What follows belongs to an exercise in optimizing a design on an open flow for small area and a short achievable clock period; a production flow would make more cautious choices.
Only simulation tests tie the RTL to the original design; equivalence was not proved.
The clock port is modelled as an ideal driver, which makes a skipped or thinned clock tree look cheaper than it is; a real chip needs a root buffer or a tree.
Power figures rest on the tool's default switching activity, not on a simulated workload.

oak:
Design mmio_top, start of the top module:
module mmio_top #(
    parameter logic [31:0] MMIO_BASE   = 32'h7000_0000,
    parameter int          CAM_CREDITS = 2,
    parameter int          CMD_DEPTH   = 4
) (
    input  logic        fclk,
    input  logic        rst_n,
    input  logic [31:0] araddr,
    input  logic        arvalid,
    output logic        arready,
    output logic [31:0] rdata,
    output logic [1:0]  rresp,
    output logic        rvalid,
    input  logic        rready,
    input  logic [31:0] awaddr,
    input  logic        awvalid,
    output logic        awready,
    input  logic [31:0] wdata,
    input  logic [3:0]  wstrb,
    input  logic        wvalid,
    output logic        wready,
    output logic [1:0]  bresp,
    output logic        bvalid,
    input  logic        bready,
    output logic [31:0] frame_bytes0,
    output logic [31:0] frame_bytes1,
    output logic [31:0] frame_bytes2,
    output logic [31:0] tribuf_addr0,
    output logic [31:0] tribuf_addr1,
    output logic [31:0] tribuf_addr2,
    output logic [31:0] mmio_cmd,
    output logic        mmio_cmd_valid,
    output logic [31:0] cam0_cmd,
    output logic        cam0_cmd_valid,
    input  logic [17:0] cam0_resp,
    input  logic        cam0_resp_valid,
    output logic [31:0] cam1_cmd,
    output logic        cam1_cmd_valid,
    input  logic [17:0] cam1_resp,
    input  logic        cam1_resp_valid,
    output logic        irq
);
==> flow/config.mk <==
export PLATFORM = sky130hd
export DESIGN_NAME = mmio_top
export DESIGN_NICKNAME = mmio_top
export VERILOG_FILES = /design/flow/design.v
export SDC_FILE = /design/flow/constraint.sdc
export NUM_CORES = 4
export LEC_CHECK = 0
export CAP_MARGIN = 20
export CORE_MARGIN = 2
export CORE_UTILIZATION = 65
export SETUP_SLACK_MARGIN = 1.9
export SLEW_MARGIN = 20
==> flow/constraint.sdc <==
create_clock -name core_clock -period 3.5 [get_ports {fclk}]
set_input_delay 0.7000 -clock core_clock [delete_from_list [all_inputs] [get_ports {fclk}]]
set_output_delay 0.7000 -clock core_clock [all_outputs]
set_load 0.01 [all_outputs]
standard.sh (not shown) runs the stock make flow with config.mk's settings and CLKGATE_MAP_FILE= SYNTH_SCRIPT=/design/flow/synth_recipe.tcl, a recipe that flattens the netlist after the stock synthesis.
==> flow/flow/run.sh <==
#!/bin/bash
# Own flow: the standard layout (standard.sh), with a few ORFS variables changed after
# synthesis (see env.sh). Synthesis runs first with no change, exactly as the standard flow.
# Each tool's output goes to a log file in this folder.
set -euo pipefail
bash standard.sh synth > synth.log 2>&1
source flow/env.sh
bash standard.sh > layout.log 2>&1
Other scripts of this flow, unchanged in this note and not shown: flow/flow/cts_tree.tcl, flow/flow/env.sh
diff inputs: oak => pine
Settings: a change of SETUP_SLACK_MARGIN from 1.9 to 1.7.
## What came out
- Taking oak as 1.0, pine lands at 0.907 on count of placed standard cells in the final layout, fillers left out.
- oak has a higher met3 track utilization from global routing than pine.
- The worst-path cell with the longest stage delay comes out sky130_fd_sc_hd__a22oi_1 in one run and sky130_fd_sc_hd__a222oi_1 in the other, namely in oak and pine respectively.
- Lower detailed-route wire length per cell was reported by pine, not oak.
- Run comparison: oak timing endpoint of the critical path rdata[25]; pine timing endpoint of the critical path rdata[7]
- Shortest clock period the worst path allows after layout was higher in the run labelled oak.
- Compared with oak, in pine footprint of the multi-input gates lost 8.0%; register cell area after layout saw little to no change.
Edits applied to the flow inputs when going from pine to birch:
Settings: swapping 1.7 for 1.5 in SETUP_SLACK_MARGIN.
==> comparison <==
birch closes out successfully: all stages finished, all timing, DRC and antenna checks passed. Between pine and birch, the flow reports number of vias per cell decreasing slightly. In the reports for birch and pine, the larger routed length on met3 belongs to pine. birch reports a lower area growth from synthesis to final layout than pine does. Per the comparison of birch with pine, worst setup slack now sits lower; footprint of the multi-input gates now sits lower; cell area now sits lower; combinational power now sits lower; sequential logic power now sits at about the same level. On count of instances resized after the clock tree is built, the higher figure sits with pine, not birch. The more densely filled core belongs to pine, not birch. Global-route usage on birch is down relative to pine.
In every run of this note, the design's own scripts or RTL, not TritonCTS, make the clock network.

========
v5:
mmio_top, a different RTL version from the one above (not shown whole).
For scale: roughly 1,500 cells after synthesis, ~480 I/O pins, roughly 24,000 sq um of cells after synthesis.
==> flow/design.v (excerpt) <==
module mmio_top #(
    parameter logic [31:0] MMIO_BASE   = 32'h7000_0000,
    parameter int          CAM_CREDITS = 2,
    parameter int          CMD_DEPTH   = 4
) (
    input  logic        fclk,
    input  logic        rst_n,
    input  logic [31:0] araddr,
    input  logic        arvalid,
    output logic        arready,
    output logic [31:0] rdata,
    output logic [1:0]  rresp,
    output logic        rvalid,
    input  logic        rready,
    input  logic [31:0] awaddr,
    input  logic        awvalid,
    output logic        awready,
    input  logic [31:0] wdata,
    input  logic [3:0]  wstrb,
    input  logic        wvalid,
    output logic        wready,
    output logic [1:0]  bresp,
    output logic        bvalid,
    input  logic        bready,
    output logic [31:0] frame_bytes0,
    output logic [31:0] frame_bytes1,
    output logic [31:0] frame_bytes2,
    output logic [31:0] tribuf_addr0,
    output logic [31:0] tribuf_addr1,
    output logic [31:0] tribuf_addr2,
    output logic [31:0] mmio_cmd,
    output logic        mmio_cmd_valid,
    output logic [31:0] cam0_cmd,
    output logic        cam0_cmd_valid,
    input  logic [17:0] cam0_resp,
    input  logic        cam0_resp_valid,
    output logic [31:0] cam1_cmd,
    output logic        cam1_cmd_valid,
    input  logic [17:0] cam1_resp,
    input  logic        cam1_resp_valid,
    output logic        irq
);
==> flow/config.mk <==
export PLATFORM = sky130hd
export DESIGN_NAME = mmio_top
export DESIGN_NICKNAME = mmio_top
export VERILOG_FILES = /design/flow/design.v
export SDC_FILE = /design/flow/constraint.sdc
export NUM_CORES = 4
export LEC_CHECK = 0
export CAP_MARGIN = 20
export CORE_MARGIN = 2
export CORE_UTILIZATION = 70
export SETUP_SLACK_MARGIN = 1.7
export SLEW_MARGIN = 20
==> flow/constraint.sdc <==
create_clock -name core_clock -period 3.5 [get_ports {fclk}]
set_input_delay 0.7000 -clock core_clock [delete_from_list [all_inputs] [get_ports {fclk}]]
set_output_delay 0.7000 -clock core_clock [all_outputs]
set_load 0.01 [all_outputs]
Scripts as last shown in full above: flow/flow/run.sh
Other scripts of this flow, unchanged in this note and not shown: flow/flow/cts_tree.tcl, flow/flow/env.sh
Relative to v5, the following input files were edited for v15:
# v5
export LEC_CHECK = 0
export CAP_MARGIN = 20
export CORE_MARGIN = 2
export CORE_UTILIZATION = 70
export SETUP_SLACK_MARGIN = 1.7
export SLEW_MARGIN = 20
create_clock -name core_clock -period 3.5 [get_ports {fclk}]
# v15
export LEC_CHECK = 0
export CAP_MARGIN = 20
export CORE_MARGIN = 2
export CORE_UTILIZATION = 65
export PLACE_DENSITY = 0.72
export SETUP_SLACK_MARGIN = 1.7
export SLEW_MARGIN = 20
create_clock -name core_clock -period 3.5 [get_ports {fclk}]
--- outcome ---
- Diff v15 and v5: overall global routing resource usage lower in v15
- v15 completed end to end with timing, DRC and antenna clean.
- v5: PASS, flow complete, no timing, DRC or antenna violations
- v5 → v15: post-synthesis compound-gate area fraction about even, final cycle utilization of the critical path fell 1.5 points, power density over the cells about even, iteration count of the initial detailed-routing pass rose 1.
- For v5, the startpoint-to-endpoint class of the critical path was primary input to flip-flop, unlike v15, where it was flip-flop to output pin.
- Compared with v5, in v15 wire length of the first global-routing pass saw little to no change, total power flat.
Setup changes, v15 to v52
# v15
export LEC_CHECK = 0
export CAP_MARGIN = 20
export CORE_MARGIN = 2
export CORE_UTILIZATION = 65
export PLACE_DENSITY = 0.72
export SETUP_SLACK_MARGIN = 1.7
export SLEW_MARGIN = 20
create_clock -name core_clock -period 3.5 [get_ports {fclk}]
# v52
export LEC_CHECK = 0
export CAP_MARGIN = 20
export CORE_MARGIN = 2
export CORE_UTILIZATION = 65
export PLACE_DENSITY = 0.72
export SETUP_SLACK_MARGIN = 1.75
export SLEW_MARGIN = 20
create_clock -name core_clock -period 3.5 [get_ports {fclk}]
Findings:
Clock period minus worst slack ended up 0.096 ns higher on v52 than on v15.
Summary: with v15 as the reference, standby leakage power in v52 moved up by a few percent.
Diff v15..v52 | count of nets left with antenna violations after detail routing | unchanged
Per the comparison of v52 with v15, clock power share flat; combinational power up about 10%; area added between synthesis and finish up 3.0 points.
Of v52 and v15, the lower combinational cell fraction of total power belongs to v15.
No run of this note takes its clock network from TritonCTS; it comes from the design's own scripts or RTL.

========
mmio_top again, from the RTL that the note above started with.
## mmio_top
module mmio_top #(
    parameter logic [31:0] MMIO_BASE   = 32'h7000_0000,
    parameter int          CAM_CREDITS = 2,
    parameter int          CMD_DEPTH   = 4
) (
    input  logic        fclk,
    input  logic        rst_n,
    input  logic [31:0] araddr,
    input  logic        arvalid,
    output logic        arready,
    output logic [31:0] rdata,
    output logic [1:0]  rresp,
    output logic        rvalid,
    input  logic        rready,
    input  logic [31:0] awaddr,
    input  logic        awvalid,
    output logic        awready,
    input  logic [31:0] wdata,
    input  logic [3:0]  wstrb,
    input  logic        wvalid,
    output logic        wready,
    output logic [1:0]  bresp,
    output logic        bvalid,
    input  logic        bready,
    output logic [31:0] frame_bytes0,
    output logic [31:0] frame_bytes1,
    output logic [31:0] frame_bytes2,
    output logic [31:0] tribuf_addr0,
    output logic [31:0] tribuf_addr1,
    output logic [31:0] tribuf_addr2,
    output logic [31:0] mmio_cmd,
    output logic        mmio_cmd_valid,
    output logic [31:0] cam0_cmd,
    output logic        cam0_cmd_valid,
    input  logic [17:0] cam0_resp,
    input  logic        cam0_resp_valid,
    output logic [31:0] cam1_cmd,
    output logic        cam1_cmd_valid,
    input  logic [17:0] cam1_resp,
    input  logic        cam1_resp_valid,
    output logic        irq
);
localparam int MMIO_WORDS = 16;
localparam logic [3:0] REG_CMD           = 4'd0;
localparam logic [3:0] REG_CAM0_CMD      = 4'd1;
localparam logic [3:0] REG_CAM1_CMD      = 4'd2;
localparam logic [3:0] REG_FRAME_BYTES0  = 4'd3;
localparam logic [3:0] REG_TRIBUF_ADDR0  = 4'd4;
localparam logic [3:0] REG_FRAME_BYTES1  = 4'd5;
localparam logic [3:0] REG_TRIBUF_ADDR1  = 4'd6;
localparam logic [3:0] REG_FRAME_BYTES2  = 4'd7;
localparam logic [3:0] REG_TRIBUF_ADDR2  = 4'd8;
localparam logic [3:0] REG_CAM0_RESP     = 4'd9;
localparam logic [3:0] REG_CAM0_RESP_CNT = 4'd10;
localparam logic [3:0] REG_CAM1_RESP     = 4'd11;
localparam logic [3:0] REG_CAM1_RESP_CNT = 4'd12;
localparam logic [3:0] REG_CAM_STATUS    = 4'd13;
localparam logic [3:0] REG_IRQ_EN        = 4'd14;
localparam logic [3:0] REG_IRQ_STAT      = 4'd15;
localparam logic [1:0] RESP_OKAY   = 2'b00;
  ...
==> flow/config.mk <==
export PLATFORM = sky130hd
export DESIGN_NAME = mmio_top
export DESIGN_NICKNAME = mmio_top
export VERILOG_FILES = /design/flow/design.v
export SDC_FILE = /design/flow/constraint.sdc
export NUM_CORES = 4
export LEC_CHECK = 0
export CAP_MARGIN = 20
export CORE_MARGIN = 2
export CORE_UTILIZATION = 65
export PLACE_DENSITY = 0.8
export SETUP_SLACK_MARGIN = 1.7
export SLEW_MARGIN = 20
==> flow/constraint.sdc <==
create_clock -name core_clock -period 3.5 [get_ports {fclk}]
set_input_delay 0.7000 -clock core_clock [delete_from_list [all_inputs] [get_ports {fclk}]]
set_output_delay 0.7000 -clock core_clock [all_outputs]
set_load 0.01 [all_outputs]
Scripts as last shown in full above: flow/flow/run.sh
Other scripts of this flow, unchanged in this note and not shown: flow/flow/cts_tree.tcl, flow/flow/env.sh
The starting point passed the timing, DRC and antenna checks.
Rerun with:
Settings changed: PLACE_DENSITY 0.8 to unset, SETUP_SLACK_MARGIN 1.7 to 1.8.
The changed run finished but fails on antenna rules; sequential share of layout area falls by 4.0 points; utilization rises by 5.1 points; worst setup slack is better by 0.0069 ns; critical path depth falls by 3; via count rises by 4.1%; maximum frequency rises by 0.36%; clock power barely changes.
Rerun with:
Settings changed: PLACE_DENSITY set to 0.72, SETUP_SLACK_MARGIN 1.8 to 1.7, SLEW_MARGIN 20 to 70.
What happened: The new run produced a clean layout; global-route usage went down by 2.4 points; sequential cell count is unchanged; cell count went down by 6.4%; via count went down by about 6%; total power went down by 2.5%; die area is unchanged; worst setup slack is better by 0.10 ns; routed wire length went down by about 8%; worst hold slack stays flat.
Rerun with:
Settings changed: SLEW_MARGIN 70 to 85.
Effect:
- The new run finished clean
- power goes up by a few percent
- cell area goes up by roughly a tenth
- setup slack got worse by 0.11 ns
In every run of this note, the design's own scripts or RTL, not TritonCTS, make the clock network.

========
indigo:
mmio_top, a different RTL version from the one above (not shown whole).
Size in the first run: ~24000 sq um of cells after synthesis.
Settings: LEC_CHECK=0, CAP_MARGIN=20, CORE_MARGIN=2, CORE_UTILIZATION=65, CTS_CLUSTER_DIAMETER=60, CTS_CLUSTER_SIZE=25, SETUP_SLACK_MARGIN=1.3, SLEW_MARGIN=20; clock period 3.5 ns.
run.sh (not shown) runs the stock make flow with config.mk's settings and CLKGATE_MAP_FILE= SYNTH_SCRIPT=/design/flow/synth_recipe.tcl, a recipe that flattens the netlist after the stock synthesis.
Stock flow here: none of the scripts above is used.
#### Input delta (garnet over indigo)
- CORE_UTILIZATION now 55, was 65
- SETUP_SLACK_MARGIN now 1.5, was 1.3
==> flow/flow/run.sh (new file) <==
#!/bin/bash
# Own flow: the standard layout (standard.sh) with two changes after synthesis:
#  - port buffers are plain sky130 buffers (buffer_ports -buffer_cell) instead of delay cells
#  - the delay cells are kept out of repair, so the resizer sizes port buffers among real buffers
# Synthesis runs first with no change, exactly as the standard flow.
set -euo pipefail
bash standard.sh synth > synth.log 2>&1
export BUFFER_PORTS_ARGS="-buffer_cell sky130_fd_sc_hd__buf_2"
export DONT_USE_CELLS="sky130_fd_sc_hd__clkdlybuf4s15_1 sky130_fd_sc_hd__clkdlybuf4s15_2 sky130_fd_sc_hd__clkdlybuf4s18_1 sky130_fd_sc_hd__clkdlybuf4s18_2 sky130_fd_sc_hd__clkdlybuf4s25_1 sky130_fd_sc_hd__clkdlybuf4s25_2 sky130_fd_sc_hd__clkdlybuf4s50_1 sky130_fd_sc_hd__clkdlybuf4s50_2 sky130_fd_sc_hd__dlygate4sd1_1 sky130_fd_sc_hd__dlygate4sd2_1 sky130_fd_sc_hd__dlygate4sd3_1 sky130_fd_sc_hd__dlymetal6s2s_1 sky130_fd_sc_hd__dlymetal6s4s_1 sky130_fd_sc_hd__dlymetal6s6s_1"
bash standard.sh > layout.log 2>&1
==> flow/standard.sh (new file) <==
#!/bin/bash
# synth_recipe.tcl (not shown) runs the flow's synth.tcl, then flattens the netlist and writes it again
# the make line also repeats each setting of config.mk as NAME=value (left out here)
make -C /OpenROAD-flow-scripts/flow DESIGN_CONFIG=/design/flow/config.mk WORK_HOME=/design/flow/orfs CLKGATE_MAP_FILE= SYNTH_SCRIPT=/design/flow/synth_recipe.tcl "${@:-finish}"
removed: flow/run.sh
Notes after the runs:
indigo → garnet: diode insertion count for antenna repair shrank by 1; clock buffer count picked up an extra about 16%; setup slack grew by 0.19 ns.
Looking at indigo and garnet, the clock skew is a wash.
The reg2reg setup slack in garnet sits 0.15 ns above the value recorded for indigo.
### garnet -> willow
- changing SETUP_SLACK_MARGIN from 1.5 to 1.75
- removing CTS_CLUSTER_DIAMETER (formerly 60)
- removing CTS_CLUSTER_SIZE (formerly 25)
- changing CORE_UTILIZATION from 55 to 65
==> flow/flow/run.sh <==
#!/bin/bash
# Own flow: the standard layout (standard.sh), with a few ORFS variables changed after
# synthesis (see env.sh). Synthesis runs first with no change, exactly as the standard flow.
# Each tool's output goes to a log file in this folder.
set -euo pipefail
bash standard.sh synth > synth.log 2>&1
source flow/env.sh
bash standard.sh > layout.log 2>&1
==> flow/flow/env.sh (new file) <==
# Port buffers are plain buffers, not the delay cells buffer_ports would pick
export BUFFER_PORTS_ARGS="-buffer_cell sky130_fd_sc_hd__buf_1"
# Keep delay cells out of repair so port buffers are sized among real buffers
export DONT_USE_CELLS="sky130_fd_sc_hd__clkdlybuf4s15_1 sky130_fd_sc_hd__clkdlybuf4s15_2 sky130_fd_sc_hd__clkdlybuf4s18_1 sky130_fd_sc_hd__clkdlybuf4s18_2 sky130_fd_sc_hd__clkdlybuf4s25_1 sky130_fd_sc_hd__clkdlybuf4s25_2 sky130_fd_sc_hd__clkdlybuf4s50_1 sky130_fd_sc_hd__clkdlybuf4s50_2 sky130_fd_sc_hd__dlygate4sd1_1 sky130_fd_sc_hd__dlygate4sd2_1 sky130_fd_sc_hd__dlygate4sd3_1 sky130_fd_sc_hd__dlymetal6s2s_1 sky130_fd_sc_hd__dlymetal6s4s_1 sky130_fd_sc_hd__dlymetal6s6s_1"
# Clock tree without dummy loads
export CTS_ARGS="-sink_clustering_enable -repair_clock_nets -sink_clustering_size 25 -sink_clustering_max_diameter 60 -dont_use_dummy_load"
garnet vs willow, cell with the biggest individual delay on the critical path: a21oi_1 vs or4_4. Summary of willow over garnet: wire length on met1 -about 5%, final standard cell area without fillers +7.1%, portion of the clock cycle consumed by the worst path in the final layout +1.9 points, total power draw -4.5%. In the metrics for garnet and willow, the one carrying the lower fmax is willow. Comparing number of cells upsized or downsized after cts for garnet and willow, the smaller number came from garnet. Compared willow vs garnet, and leakage power figure is up in willow.
--- input diff willow..quartz ---
- CTS_CLUSTER_SIZE now 25, previously not set
- SETUP_SLACK_MARGIN now 1.5, was 1.75
- CORE_UTILIZATION now 55, was 65
- CTS_CLUSTER_DIAMETER now 60, previously not set
==> flow/run.sh (new file) <==
#!/bin/bash
# synth_recipe.tcl (not shown) runs the flow's synth.tcl, then flattens the netlist and writes it again
# the make line also repeats each setting of config.mk as NAME=value (left out here)
make -C /OpenROAD-flow-scripts/flow DESIGN_CONFIG=/design/flow/config.mk WORK_HOME=/design/flow/orfs CLKGATE_MAP_FILE= SYNTH_SCRIPT=/design/flow/synth_recipe.tcl finish
removed: flow/flow/run.sh
removed: flow/flow/env.sh
removed: flow/standard.sh
==> results.txt <==
- Per the comparison of quartz with willow, area fraction of clock buffers and clock inverters increased by 1.2 points relative to the old numbers; instance count along the most critical hold path increased by 1 relative to the old numbers; via count normalized by instance count decreased by 9.5% relative to the old numbers; worst setup slack increased by 0.088 ns relative to the old numbers; global-route wire length before repair increased by 7.0 mm relative to the old numbers.
- The higher number of detailed-route iterations in the first pass of quartz and willow is in willow.
- Wire: quartz routes less than willow
- Across both runs, worst hold slack was higher for quartz than for willow.
- Global-route usage delta for quartz relative to willow: 3.0 points lower
For zinc, these inputs were changed with respect to quartz:
- a change of CORE_UTILIZATION from 55 to 65
- a deleted CTS_CLUSTER_DIAMETER that had been 60
- a deleted CTS_CLUSTER_SIZE that had been 25
==> flow/flow/run.sh (new file) <==
#!/bin/bash
# Own flow: the standard layout (standard.sh), with a few ORFS variables changed after
# synthesis (see env.sh). Synthesis runs first with no change, exactly as the standard flow.
# Each tool's output goes to a log file in this folder.
set -euo pipefail
bash standard.sh synth > synth.log 2>&1
source flow/env.sh
bash standard.sh > layout.log 2>&1
==> flow/flow/env.sh (new file) <==
# Port buffers are plain buffers, not the delay cells buffer_ports would pick
export BUFFER_PORTS_ARGS="-buffer_cell sky130_fd_sc_hd__buf_1"
# Keep delay cells out of repair so port buffers are sized among real buffers
export DONT_USE_CELLS="sky130_fd_sc_hd__clkdlybuf4s15_1 sky130_fd_sc_hd__clkdlybuf4s15_2 sky130_fd_sc_hd__clkdlybuf4s18_1 sky130_fd_sc_hd__clkdlybuf4s18_2 sky130_fd_sc_hd__clkdlybuf4s25_1 sky130_fd_sc_hd__clkdlybuf4s25_2 sky130_fd_sc_hd__clkdlybuf4s50_1 sky130_fd_sc_hd__clkdlybuf4s50_2 sky130_fd_sc_hd__dlygate4sd1_1 sky130_fd_sc_hd__dlygate4sd2_1 sky130_fd_sc_hd__dlygate4sd3_1 sky130_fd_sc_hd__dlymetal6s2s_1 sky130_fd_sc_hd__dlymetal6s4s_1 sky130_fd_sc_hd__dlymetal6s6s_1"
# Clock tree without dummy loads
export CTS_ARGS="-sink_clustering_enable -repair_clock_nets -sink_clustering_size 25 -sink_clustering_max_diameter 60 -dont_use_dummy_load"
==> flow/standard.sh (new file) <==
#!/bin/bash
# synth_recipe.tcl (not shown) runs the flow's synth.tcl, then flattens the netlist and writes it again
# the make line also repeats each setting of config.mk as NAME=value (left out here)
make -C /OpenROAD-flow-scripts/flow DESIGN_CONFIG=/design/flow/config.mk WORK_HOME=/design/flow/orfs CLKGATE_MAP_FILE= SYNTH_SCRIPT=/design/flow/synth_recipe.tcl "${@:-finish}"
removed: flow/run.sh
### Flow results
On fraction of power consumed by the clock network, the higher figure sits with quartz, not zinc.
Going from quartz to zinc, power of the clock network moved down, total power moved down.
Going from quartz to zinc, cell area after layout lost 13%; total of clock buffers placed in the layout shows a reduction of 7; number of resized instances in the post-cts repair step lower; via count lost 473.
In terms of storage element area, zinc and quartz differ only marginally.
Of zinc and quartz, the run reporting the lower maximum frequency was quartz.
[inputs] onyx vs zinc
- changing CORE_UTILIZATION from 65 to 55
==> flow/run.sh (new file) <==
#!/bin/bash
# synth_recipe.tcl (not shown) runs the flow's synth.tcl, then flattens the netlist and writes it again
# the make line also repeats each setting of config.mk as NAME=value (left out here)
make -C /OpenROAD-flow-scripts/flow DESIGN_CONFIG=/design/flow/config.mk WORK_HOME=/design/flow/orfs CLKGATE_MAP_FILE= SYNTH_SCRIPT=/design/flow/synth_recipe.tcl finish
removed: flow/flow/run.sh
removed: flow/flow/env.sh
removed: flow/standard.sh
==> results.txt <==
Diff zinc and onyx: share of the clock period used by the worst path higher in onyx
Between zinc and onyx, the sequential cell area does not differ in any meaningful way.
onyx — combinational cell fraction of total power 0.8 points higher, zinc as reference
Compared with zinc, placement density in the core of onyx is lower.
For onyx, the top routing layer in use was met4, unlike zinc, where it was met5.
onyx: flip-flop and latch share of the layout cell area 8.3 points below zinc
Compared to zinc, the routing of onyx uses more wire.
Est. power | onyx vs zinc | onyx higher
Re net count of the finished layout: zinc and onyx aren't equal, and the higher value belongs to onyx.
The flow did not stop early for onyx: all stages ran, and the layout cleared the timing, DRC and antenna checks.
On worst voltage drop across the vdd grid, onyx does worse than zinc.
onyx: detailed-route vias per instance is 0.47 lower than what zinc reported.

-- static timing again, ports no longer ideal --
In the flow no input, the clock included, has a driving cell. The finished layouts below were timed again as built, in two steps.
Step 1 (the two cells are an assumption about what drives the block):
set clk [get_ports {fclk}]
set_driving_cell -lib_cell sky130_fd_sc_hd__clkbuf_16 $clk
set_driving_cell -lib_cell sky130_fd_sc_hd__buf_2 [delete_from_list [all_inputs] $clk]
Step 2 adds t to the input delays and takes it off the output delays; t is the mean of the earliest and latest rising clock arrival at the registers after step 1. Input paths then give back, and output paths get back, about the clock's delay inside the block.
Three values: no drivers, after step 1, after step 2; two values: the first two.
| run | t (ns) | setup slack, ns | worst register clock-pin slew, ns |
|---|---|---|---|
| oak | 0.502 | 1.347 / 1.424 / 0.922 | 0.09 / 0.09 |
| pine | 0.500 | 1.651 / 1.585 / 1.217 | 0.09 / 0.09 |
| birch | 0.487 | 1.469 / 1.396 / 1.082 | 0.08 / 0.08 |
| v5 | 0.510 | 1.636 / 1.606 / 1.163 | 0.11 / 0.11 |
| v15 | 0.522 | 1.689 / 1.580 / 1.270 | 0.11 / 0.11 |
| v52 | 0.516 | 1.593 / 1.487 / 1.181 | 0.11 / 0.11 |
| the first run of note 3 | 0.520 | 1.586 / 1.561 / 1.109 | 0.10 / 0.10 |
| the second run of note 3 | 0.519 | 1.593 / 1.553 / 1.140 | 0.11 / 0.11 |
| the third run of note 3 | 0.510 | 1.696 / 1.588 / 1.289 | 0.10 / 0.10 |
| the fourth run of note 3 | 0.522 | 1.590 / 1.548 / 1.117 | 0.11 / 0.11 |
| indigo | 0.609 | 1.269 / 1.232 / 0.661 | 0.10 / 0.10 |
| garnet | 0.636 | 1.454 / 1.436 / 0.932 | 0.10 / 0.10 |
| willow | 0.605 | 1.388 / 1.406 / 0.800 | 0.10 / 0.10 |
| quartz | 0.644 | 1.476 / 1.422 / 0.830 | 0.10 / 0.10 |
| zinc | 0.585 | 1.499 / 1.476 / 0.962 | 0.09 / 0.09 |
| onyx | 0.691 | 1.426 / 1.365 / 0.810 | 0.07 / 0.07 |
For quartz, which loses most, drivers alone change the setup slack by -0.054 ns; drivers and shift together by -0.646 ns.
